Source: an optimization exercise on an open RTL-to-GDS flow (aim: small area). Production flows keep margins and buffers that such runs may drop. Function was checked by simulation only, so behaviour that the tests miss may differ from the original. No activity file was given, so power comes from the tool's default toggle rates.

Setup of build 60:
==> flow/design.v (excerpt) <==
module pu_sequencer #(
   parameter int WIDTH = 32,
   parameter int LEN   = 8,
   parameter int ROWS  = 4
) (
   input  logic                             clk,
   input  logic                             rst,
   input  logic                             wr_en,
   input  logic                             wr_sel,
   input  logic [$clog2(ROWS*LEN)-1:0]      wr_addr,
   input  logic [WIDTH-1:0]                 wr_data,
   input  logic                             start,
   output logic                             busy,
   output logic                             done,
   output logic                             pu_en,
   output logic [WIDTH-1:0]                 pu_x1, pu_x2, pu_x3, pu_x4,
   output logic [WIDTH-1:0]                 pu_w1, pu_w2, pu_w3, pu_w4,
   input  logic [WIDTH-1:0]                 pu_data,
   output logic                             out_valid,
   output logic [((ROWS > 1) ? $clog2(ROWS) : 1)-1:0] out_row,
   output logic [WIDTH-1:0]                 out_data
);
Size in the first run: roughly 4100 cells after synthesis, ~370 I/O pins.
==> flow/config.mk <==
export PLATFORM = sky130hd
export DESIGN_NAME = pu_sequencer
export DESIGN_NICKNAME = pu_sequencer
export VERILOG_FILES = /design/flow/design.v
export SDC_FILE = /design/flow/constraint.sdc
export NUM_CORES = 4
export LEC_CHECK = 0
export CAP_MARGIN = 10
export CORE_MARGIN = 2
export CORE_UTILIZATION = 50
export PLACE_DENSITY = 0.9
export SLEW_MARGIN = 10
export SYNTH_HIERARCHICAL = 1
==> flow/constraint.sdc <==
create_clock -name core_clock -period 5.0 [get_ports {clk}]
set_input_delay 1.0000 -clock core_clock [delete_from_list [all_inputs] [get_ports {clk}]]
set_output_delay 1.0000 -clock core_clock [all_outputs]
set_load 0.01 [all_outputs]
standard.sh (not shown) runs the stock make flow with config.mk's settings and CLKGATE_MAP_FILE= SYNTH_SCRIPT=/design/flow/synth_recipe.tcl, a recipe that flattens the netlist after the stock synthesis.
==> flow/flow/run.sh <==
#!/bin/bash
# The standard layout, with the port buffers made from the smallest plain
# buffer, and a clock tree with larger sink clusters and no dummy loads.
set -euo pipefail
export BUFFER_PORTS_ARGS="-buffer_cell sky130_fd_sc_hd__buf_1"
export CTS_ARGS="-sink_clustering_enable -repair_clock_nets -dont_use_dummy_load -sink_clustering_size 30 -sink_clustering_max_diameter 70 -buf_list {sky130_fd_sc_hd__clkbuf_16}"
bash standard.sh > standard_flow.log 2>&1
Modified inputs, build 54 compared to build 60
# build 60
export LEC_CHECK = 0
export CAP_MARGIN = 10
export CORE_MARGIN = 2
export CORE_UTILIZATION = 50
export PLACE_DENSITY = 0.9
export SLEW_MARGIN = 10
export SYNTH_HIERARCHICAL = 1
create_clock -name core_clock -period 5.0 [get_ports {clk}]
# build 54
export LEC_CHECK = 0
export CAP_MARGIN = 10
export CORE_MARGIN = 2
export CORE_UTILIZATION = 60
export PLACE_DENSITY = 0.9
export SLEW_MARGIN = 10
export SYNTH_HIERARCHICAL = 1
create_clock -name core_clock -period 5.0 [get_ports {clk}]
==> run summary <==
- No stage failed in build 54, and the final checks on the layout all came back clean.
- Between build 54 and build 60, the fraction of power consumed by combinational cells figures differ only marginally.
- Build 54 gives more core utilization than build 60 did.
- Taking build 60 as the reference, in build 54 final area now sits lower; register-to-register slack dropped 0.05 ns.
- Layout overhead on the synthesized area: higher on build 60
- Build 60 -> build 54: worst voltage drop across the vdd grid increased by a few percent
- As far as final count of hold timing violations is concerned, build 60 and build 54 perform about the same.
- The initial detailed-routing violation count in build 54 was lower than what build 60 gave.
- Lower sequential share of layout area among build 60 and build 54: build 60
- Between build 60 and build 54, the flow reports total die area decreasing by more than 10%.
- The die height in build 54 is 0.914 times that in build 60.
diff inputs: build 54 => build 47
# build 54
export LEC_CHECK = 0
export CAP_MARGIN = 10
export CORE_MARGIN = 2
export CORE_UTILIZATION = 60
export PLACE_DENSITY = 0.9
export SLEW_MARGIN = 10
export SYNTH_HIERARCHICAL = 1
create_clock -name core_clock -period 5.0 [get_ports {clk}]
# build 47
export LEC_CHECK = 0
export CAP_MARGIN = 10
export CORE_MARGIN = 2
export CORE_UTILIZATION = 70
export PLACE_DENSITY = 0.85
export SLEW_MARGIN = 10
export SYNTH_HIERARCHICAL = 1
create_clock -name core_clock -period 5.0 [get_ports {clk}]
### Flow results
- Total routed wire length on the met1 layer on build 47 is up relative to build 54.
- Measured against each other, build 54 and build 47 differ in die area, the lower figure coming from build 47.
- Wire length: build 47 worse than build 54
- Post-CTS repair timing setup buffer count came out exactly the same in build 54 and build 47.
- Effective utilization at floorplan, build 54 and build 47, higher one = build 47.
- Build 47: wire length on met2 is about 0.8% lower than what build 54 reported.
- The clock distribution area overhead in the final layout was comparable across build 54 and build 47.
- Build 47: maximum achievable frequency higher than build 54
> inputs changed (build 47 -> build 77)
# build 47
export LEC_CHECK = 0
export CAP_MARGIN = 10
export CORE_MARGIN = 2
export CORE_UTILIZATION = 70
export PLACE_DENSITY = 0.85
export SLEW_MARGIN = 10
export SYNTH_HIERARCHICAL = 1
create_clock -name core_clock -period 5.0 [get_ports {clk}]
# build 77
export LEC_CHECK = 0
export CAP_MARGIN = 10
export CORE_MARGIN = 2
export CORE_UTILIZATION = 70
export PLACE_DENSITY = 0.9
export SLEW_MARGIN = 10
export SYNTH_HIERARCHICAL = 1
create_clock -name core_clock -period 5.0 [get_ports {clk}]
==> flow/flow/run.sh <==
#!/bin/bash
# The standard layout, with the port buffers made from the smallest plain
# buffer, and a clock tree with larger sink clusters and no dummy loads.
set -euo pipefail
export BUFFER_PORTS_ARGS="-buffer_cell sky130_fd_sc_hd__buf_1"
export CTS_ARGS="-sink_clustering_enable -repair_clock_nets -dont_use_dummy_load -sink_clustering_size 16 -sink_clustering_max_diameter 50 -buf_list {sky130_fd_sc_hd__clkbuf_8}"
bash standard.sh > standard_flow.log 2>&1
==> run summary <==
- Changes observed in build 77 relative to build 47: switching component of the power rose by 1.8%, buffers plus inverters on the worst setup path fell 1, synthesized cell count was more or less identical, routed wire length shows no meaningful change, relative slew slack shows an increase of 0.83 points.
- Per the comparison of build 77 with build 47, combinational power neither gained nor lost much; relative area change from synthesis to final layout rose 0.42 points.
- Comparing internal power for build 47 and build 77, the bigger number came from build 47.
Setup changes, build 77 to build 38
# build 77
export LEC_CHECK = 0
export CAP_MARGIN = 10
export CORE_MARGIN = 2
export CORE_UTILIZATION = 70
export PLACE_DENSITY = 0.9
export SLEW_MARGIN = 10
export SYNTH_HIERARCHICAL = 1
create_clock -name core_clock -period 5.0 [get_ports {clk}]
# build 38
export LEC_CHECK = 0
export CAP_MARGIN = 10
export CORE_MARGIN = 2
export CORE_UTILIZATION = 55
export PLACE_DENSITY = 0.9
export SLEW_MARGIN = 10
export SYNTH_HIERARCHICAL = 1
create_clock -name core_clock -period 5.0 [get_ports {clk}]
==> flow/flow/run.sh <==
#!/bin/bash
# The standard layout, with the port buffers made from the smallest plain
# buffer, and a clock tree with larger sink clusters and no dummy loads.
set -euo pipefail
export BUFFER_PORTS_ARGS="-buffer_cell sky130_fd_sc_hd__buf_1"
export CTS_ARGS="-sink_clustering_enable -repair_clock_nets -dont_use_dummy_load -sink_clustering_size 30 -sink_clustering_max_diameter 70 -buf_list {sky130_fd_sc_hd__clkbuf_16}"
bash standard.sh > standard_flow.log 2>&1
Notes after the runs:
From build 77 to build 38 the numbers moved as follows: non-clock buffer count decreased by 3.3% relative to the old numbers; wire length increased by about 0.75% relative to the old numbers.
On clock power, build 38 and build 77 are basically level.
The largest stage delay on the critical path of build 77 and that of build 38 are within noise of each other.
Between build 38 and build 77, the difference in clock power share is negligible.
As far as number of port buffers goes, build 38 and build 77 are indistinguishable; the numbers are identical.

* * *

## old
pu_sequencer again, from the RTL that the note above started with.
export LEC_CHECK = 0
export CAP_MARGIN = 10
export CORE_MARGIN = 2
export CORE_UTILIZATION = 70
export PLACE_DENSITY = 0.9
export SLEW_MARGIN = 10
export SYNTH_HIERARCHICAL = 1
create_clock -name core_clock -period 5.0 [get_ports {clk}]
==> flow/flow/run.sh <==
#!/bin/bash
# The standard layout, with the port buffers made from the smallest plain
# buffer, a clock tree with larger sink clusters and no dummy loads, and
# slack-driven downsizing after global routing (clock tree left alone),
# followed by another slew/capacitance and timing repair.
set -euo pipefail
here=$(pwd)
export BUFFER_PORTS_ARGS="-buffer_cell sky130_fd_sc_hd__buf_1"
export CTS_ARGS="-sink_clustering_enable -repair_clock_nets -dont_use_dummy_load -sink_clustering_size 30 -sink_clustering_max_diameter 70 -buf_list {sky130_fd_sc_hd__clkbuf_16}"
export RECOVER_POWER=100
export PRE_GLOBAL_ROUTE_TCL="$here/flow/pre_grt.tcl"
export POST_GLOBAL_ROUTE_TCL="$here/flow/post_grt.tcl"
bash standard.sh > standard_flow.log 2>&1
==> flow/flow/post_grt.tcl <==
# Power recovery may leave slew or capacitance violations: repair them, and
# timing, again on global-route parasitics, then refresh the route guides.
unset_dont_touch [get_cells clkbuf_*]
log_cmd global_route -start_incremental
log_cmd estimate_parasitics -global_routing
repair_design_helper
log_cmd detailed_placement
log_cmd global_route -end_incremental \
  -congestion_report_file $::env(REPORTS_DIR)/congestion_post_repair_design2.rpt
log_cmd estimate_parasitics -global_routing
log_cmd global_route -start_incremental
log_cmd repair_timing -setup_margin 0.08 -hold_margin 0.02 -repair_tns 100 -verbose
log_cmd detailed_placement
log_cmd global_route -end_incremental \
  -congestion_report_file $::env(REPORTS_DIR)/congestion_post_repair_timing2.rpt
log_cmd estimate_parasitics -global_routing
report_check_types -max_slew -max_capacitance -violators
write_guides $::env(RESULTS_DIR)/route.guide
==> flow/flow/pre_grt.tcl <==
# Keep the clock tree out of the power-recovery downsizing.
set clk_insts {}
foreach inst [get_cells clkbuf_*] {
  lappend clk_insts $inst
}
puts "pre_grt: dont_touch on [llength $clk_insts] clock tree cells"
set_dont_touch $clk_insts
old: full flow OK, the timing, design-rule and antenna checks passed
[inputs] new vs old
==> flow/flow/run.sh <==
#!/bin/bash
# The standard layout, with the port buffers made from the smallest plain
# buffer, and a clock tree with larger sink clusters and no dummy loads.
set -euo pipefail
export BUFFER_PORTS_ARGS="-buffer_cell sky130_fd_sc_hd__buf_1"
export CTS_ARGS="-sink_clustering_enable -repair_clock_nets -dont_use_dummy_load -sink_clustering_size 30 -sink_clustering_max_diameter 70 -buf_list {sky130_fd_sc_hd__clkbuf_16}"
bash standard.sh > standard_flow.log 2>&1
removed: flow/flow/post_grt.tcl
removed: flow/flow/pre_grt.tcl
[summary]
[compare] base=old new=new: portion of total power attributed to combinational logic dropped 0.2 points, met3 layer wire length in the routed design dropped 1000 um, utilization of the core after routing dropped 0.29 points, design area dropped about 0.4%, register share of the cell area climbed 0.21 points.
Changes observed in new relative to old: clock skew ~0 delta; setup TNS after final layout ~0 delta; fmax ~0 delta; ratio of total power to cell area ~0 delta.
Summary of new over old: shortest period the worst path allows went up; worst setup slack after layout went down.

## re-timing with driven ports
No port has a modelled driver above. Below, the same layouts with a new extraction and two added sets of constraints. Step 1 assumes that a clkbuf_16 drives the clock port and a buf_2 every other input. Step 2 moves the port delays by t, midway between the first and last clock arrival at a register: inputs arrive t later, outputs are due t later. That takes back most of the time a late clock gives input paths. Slacks: no drivers / after step 1 / after step 2; pairs: no drivers / after step 1.
run | t (ns) | setup WS [ns] | latest minus earliest clock arrival (ns) | worst data-port slew with drivers (ns)
build 60 | 0.705 | 0.273 / 0.273 / -0.275 | 0.139 / 0.140 | 0.13
build 54 | 0.715 | 0.223 / 0.223 / -0.388 | 0.136 / 0.135 | 0.15
build 47 | 0.706 | 0.277 / 0.277 / -0.211 | 0.111 / 0.111 | 0.14
build 77 | 0.787 | 0.251 / 0.251 / -0.349 | 0.121 / 0.120 | 0.15
build 38 | 0.724 | 0.273 / 0.273 / -0.265 | 0.120 / 0.120 | 0.15
old | 0.716 | 0.300 / 0.300 / -0.289 | 0.089 / 0.089 | 0.15
new | 0.709 | 0.292 / 0.292 / -0.282 | 0.083 / 0.083 | 0.15
Met with ideal ports but missed after step 2: setup timing in every run listed. The setup slack of build 54, which loses most, moves by 0.000 ns with the drivers and by -0.611 ns with both steps.
